This is an optimization exercise on Yosys and OpenROAD, whose aim is small area, a short achievable clock period and few clock cycles per item, not a production implementation.
In this exercise RTL edits were held to simulation tests only and were not proved equivalent to the original.

==> inputs of build 12 <==
## segment_intersection_test
module segment_intersection_test #(
   parameter int COORD_BITS = sit_pkg::COORD_BITS_DEF
) (
   input  logic                         clock,
   input  logic                         reset,
   input  logic                         req_valid,
   output logic                         req_ready,
   input  logic signed [COORD_BITS-1:0] req_a_start_x,
   input  logic signed [COORD_BITS-1:0] req_a_start_y,
   input  logic signed [COORD_BITS-1:0] req_a_end_x,
   input  logic signed [COORD_BITS-1:0] req_a_end_y,
   input  logic signed [COORD_BITS-1:0] req_b_start_x,
   input  logic signed [COORD_BITS-1:0] req_b_start_y,
   input  logic signed [COORD_BITS-1:0] req_b_end_x,
   input  logic signed [COORD_BITS-1:0] req_b_end_y,
   output logic                         rsp_valid,
   input  logic                         rsp_ready,
   output logic                         rsp_hit,
   output logic [1:0]                   rsp_hit_kind
);
Settings: LEC_CHECK=0, CAP_MARGIN=20, CORE_MARGIN=2, CORE_UTILIZATION=50, PLACE_DENSITY=0.42, SETUP_SLACK_MARGIN=4.7, SLEW_MARGIN=20, SYNTH_HIERARCHICAL=1; clock period 8.0 ns.
run.sh (not shown) runs the stock make flow with config.mk's settings and CLKGATE_MAP_FILE= SYNTH_SCRIPT=/design/flow/synth_recipe.tcl, a recipe that flattens the netlist after the stock synthesis.
==> inputs of trial 94, as changes to build 12 <==
Settings changed: CORE_UTILIZATION 50 to 60, CTS_BUF_LIST set to sky130_fd_sc_hd__clkbuf_4 sky130_fd_sc_hd__clkbuf_8, CTS_CLUSTER_SIZE set to 30, PLACE_DENSITY 0.42 to not set.
==> inputs of trial 16, as changes to build 12 <==
Settings changed: PLACE_DENSITY 0.42 to not set, SETUP_SLACK_MARGIN 4.7 to 4.4.
==> inputs of build 24, as changes to build 12 <==
Settings changed: GPL_ROUTABILITY_DRIVEN set to 0, PLACE_DENSITY 0.42 to 0.5.
==> impl_table.tex <==
\begin{tabular}{lr}
\hline
Metric & Value \\
\hline
\multicolumn{2}{l}{\textbf{Status}} \\
\quad Result of the run & no timing/DRC/antenna violations \\
\multicolumn{2}{l}{\textbf{Worst setup path}} \\
\quad Data required, critical path & 8670 ps \\
\quad Data arrival time at the worst-slack endpoint & 4070 ps \\
\multicolumn{2}{l}{\textbf{Placement}} \\
\quad Half-perimeter wire length after placement & 169000 microns \\
\multicolumn{2}{l}{\textbf{Final layout}} \\
\quad Layout Utilization & 59.9\% \\
\quad Count of fill cells added during filler insertion & 10800 \\
\multicolumn{2}{l}{\textbf{Global route}} \\
\quad Vias in the first global route & 51400 \\
\multicolumn{2}{l}{\textbf{Clock network}} \\
\quad Count of instances resized after the clock tree is built & 269 \\
\multicolumn{2}{l}{\textbf{Drt}} \\
\quad Mean routed wirelength per cell & 28.8 microns \\
\hline
\end{tabular}
[end of results for build 12]
==> impl_table.tex <==
\begin{tabular}{lr}
\hline
Metric & Value \\
\hline
\multicolumn{2}{l}{\textbf{Final layout}} \\
\quad Register with the most flip-flops & qk\_ff \\
\quad Count of fill cells added during filler insertion & 8041 \\
\multicolumn{2}{l}{\textbf{Clock network}} \\
\quad Count of instances resized after the clock tree is built & 219 \\
\multicolumn{2}{l}{\textbf{STA}} \\
\quad Max-slew violation count & 0 \\
\quad Setup repair after global routing missed its margin & yes \\
\multicolumn{2}{l}{\textbf{Status}} \\
\quad Result of the run & no timing/DRC/antenna violations \\
\multicolumn{2}{l}{\textbf{Placement}} \\
\quad Half-perimeter wire length after placement & 158000 microns \\
\multicolumn{2}{l}{\textbf{Global route}} \\
\quad Aggregate global routing overflow & 0 \\
\multicolumn{2}{l}{\textbf{Worst setup path}} \\
\quad Data arrival time at the worst-slack endpoint & 4300 ps \\
\hline
\end{tabular}
[end of results for trial 94]
==> impl_table.tex <==
\begin{tabular}{lr}
\hline
Metric & Value \\
\hline
\multicolumn{2}{l}{\textbf{Placement}} \\
\quad Half-perimeter wire length after placement & 166000 microns \\
\multicolumn{2}{l}{\textbf{Final layout}} \\
\quad Count of fill cells added during filler insertion & 11000 \\
\multicolumn{2}{l}{\textbf{Status}} \\
\quad Result of the run & no timing/DRC/antenna violations \\
\multicolumn{2}{l}{\textbf{Worst setup path}} \\
\quad Data required, critical path & 8580 ps \\
\quad Data arrival time at the worst-slack endpoint & 4150 ps \\
\multicolumn{2}{l}{\textbf{Global route}} \\
\quad Vias in the first global route & 50700 \\
\multicolumn{2}{l}{\textbf{Drt}} \\
\quad Mean routed wirelength per cell & 27.9 microns \\
\hline
\end{tabular}
[end of results for trial 16]
==> impl_table.tex <==
\begin{tabular}{lr}
\hline
Metric & Value \\
\hline
\multicolumn{2}{l}{\textbf{Final layout}} \\
\quad Layout Utilization & 59.9\% \\
\quad Count of fill cells added during filler insertion & 10800 \\
\multicolumn{2}{l}{\textbf{Global route}} \\
\quad Vias in the first global route & 51600 \\
\multicolumn{2}{l}{\textbf{Drt}} \\
\quad Mean routed wirelength per cell & 28.7 microns \\
\multicolumn{2}{l}{\textbf{Worst setup path}} \\
\quad Data required, critical path & 8580 ps \\
\multicolumn{2}{l}{\textbf{Status}} \\
\quad Result of the run & no timing/DRC/antenna violations \\
\hline
\end{tabular}
[end of results for build 24]
Testbench counts of build 12, summed over its fixed seeds: cycles 16,048, items 16,000.
Testbench counts of trial 94, summed over its fixed seeds: cycles 16,048, items 16,000.
Testbench counts of trial 16, summed over its fixed seeds: cycles 16,048, items 16,000.
Testbench counts of build 24, summed over its fixed seeds: cycles 16,048, items 16,000.

==> run C: inputs <==
Starting RTL as in the previous note.
Settings: LEC_CHECK=0, CAP_MARGIN=20, CORE_MARGIN=2, CORE_UTILIZATION=50, PLACE_DENSITY=0.5, SETUP_SLACK_MARGIN=4.85, SLEW_MARGIN=20, SYNTH_HIERARCHICAL=1; clock period 8.0 ns.
==> inputs of run R, as changes to run C <==
- CAP_MARGIN: 20 -> 10
- PLACE_DENSITY: 0.5 -> unset
- SETUP_SLACK_MARGIN: 4.85 -> 4.7
- SLEW_MARGIN: 20 -> 10
==> inputs of run Z, as changes to run C <==
- PLACE_DENSITY: 0.5 -> 0.75
- SETUP_SLACK_MARGIN: 4.85 -> 4.7
==> inputs of run B, as changes to run C <==
- SETUP_SLACK_MARGIN: 4.85 -> 4.7
==> summary of the runs <==
- Die area is the same in run C and run Z.
- Register-to-register slack: run Z < run C < run R < run B.
- Hold slack: run C is lower than run Z (3.9 ps).
- In run C the core utilization is higher than in run R, by 2.2 points.
- First-iteration DRC count: run Z > run C > run R > run B.
- Clock skew, lowest first: run Z, run R, run C, run B.
- In synthesized cell count, run R and run Z do not differ.
Testbench counts of run C, summed over its fixed seeds: cycles 16,048, items 16,000.
Testbench counts of run R, summed over its fixed seeds: cycles 16,048, items 16,000.
Testbench counts of run Z, summed over its fixed seeds: cycles 16,048, items 16,000.
Testbench counts of run B, summed over its fixed seeds: cycles 16,048, items 16,000.

==> inputs of xenon <==
Starting RTL as in the previous note.
make LEC_CHECK=0 CAP_MARGIN=20 CORE_MARGIN=2 CORE_UTILIZATION=50 PLACE_DENSITY=0.5 SETUP_SLACK_MARGIN=4.6 SLEW_MARGIN=20 SYNTH_HIERARCHICAL=1 finish   # period 8.0 ns
==> inputs of fjord, as changes to xenon <==
PLACE_DENSITY = unset   (was 0.5)
SETUP_SLACK_MARGIN = 4.7   (was 4.6)
==> flow_summary.ini <==
[outcome]
status = no timing/DRC/antenna violations

[sta]
max_freq_ghz = 0.2930
hold_slack_ns = 0.3234
timing.final.crit_share = 0.4266

[routing]
routed-wl-met2_mm = 105.9
drt-pass1-iter-count = 5

[placement]
pre_cts_slack_ns = 3.535

[critical_path]
cpPeakStageDelay_ns = 0.56

[pwr]
That was fjord.
==> flow_summary.ini <==
[floorplanning]
die_area_sq_mm = 0.1338

[routing]
routed-wl-met2_mm = 103.3
drt-pass1-iter-count = 7

[critical_path]
cpPeakStageDelay_ns = 0.52

[outcome]
status = no timing/DRC/antenna violations

[sta]
hold_slack_ns = 0.3220
fin_ws_ns = 4.541
That was xenon.
Testbench counts of xenon, summed over its fixed seeds: cycles 16,048, items 16,000.
Testbench counts of fjord, summed over its fixed seeds: cycles 16,048, items 16,000.

-- afterwards: timing with drivers on the ports --
In the flow no input, the clock included, has a driving cell. The finished layouts below were timed again as built, in two steps.
Step 1 sets driving cells, clkbuf_16 on the clock port and buf_2 on the other inputs (assumed; they add their load-dependent delay and slew).
Step 2 times the ports against the registers' clock, not the clock port: input delays grow and output delays shrink by t, the midpoint of the rising clock arrivals with the driver on.
Three values: ideal ports, drivers, drivers and shift; two values: the first two.
run	t (ns)	slack for setup (ns)	worst setup path after step 2	worst register clock-pin slew, ns	worst slew at a driven data input, ns
build 12	0.786	4.604 / 4.604 / 3.986	input to register	0.07 / 0.07	0.08
trial 94	0.899	4.463 / 4.463 / 3.913	input to register	0.07 / 0.07	0.08
trial 16	0.777	4.423 / 4.423 / 3.738	input to register	0.07 / 0.07	0.07
build 24	0.795	4.533 / 4.533 / 3.976	input to register	0.07 / 0.07	0.06
run C	0.795	4.541 / 4.541 / 4.158	input to register	0.07 / 0.07	0.08
run R	0.769	4.587 / 4.587 / 4.065	input to register	0.07 / 0.07	0.07
run Z	0.799	4.494 / 4.494 / 3.992	input to register	0.07 / 0.07	0.07
run B	0.786	4.604 / 4.604 / 3.986	input to register	0.07 / 0.07	0.08
xenon	0.792	4.541 / 4.541 / 3.911	input to register	0.07 / 0.07	0.07
fjord	0.769	4.587 / 4.587 / 4.065	input to register	0.07 / 0.07	0.07
After both steps every run listed still meets setup and hold. For trial 16, which loses most, drivers alone change the setup slack by 0.000 ns; drivers and shift together by -0.685 ns.
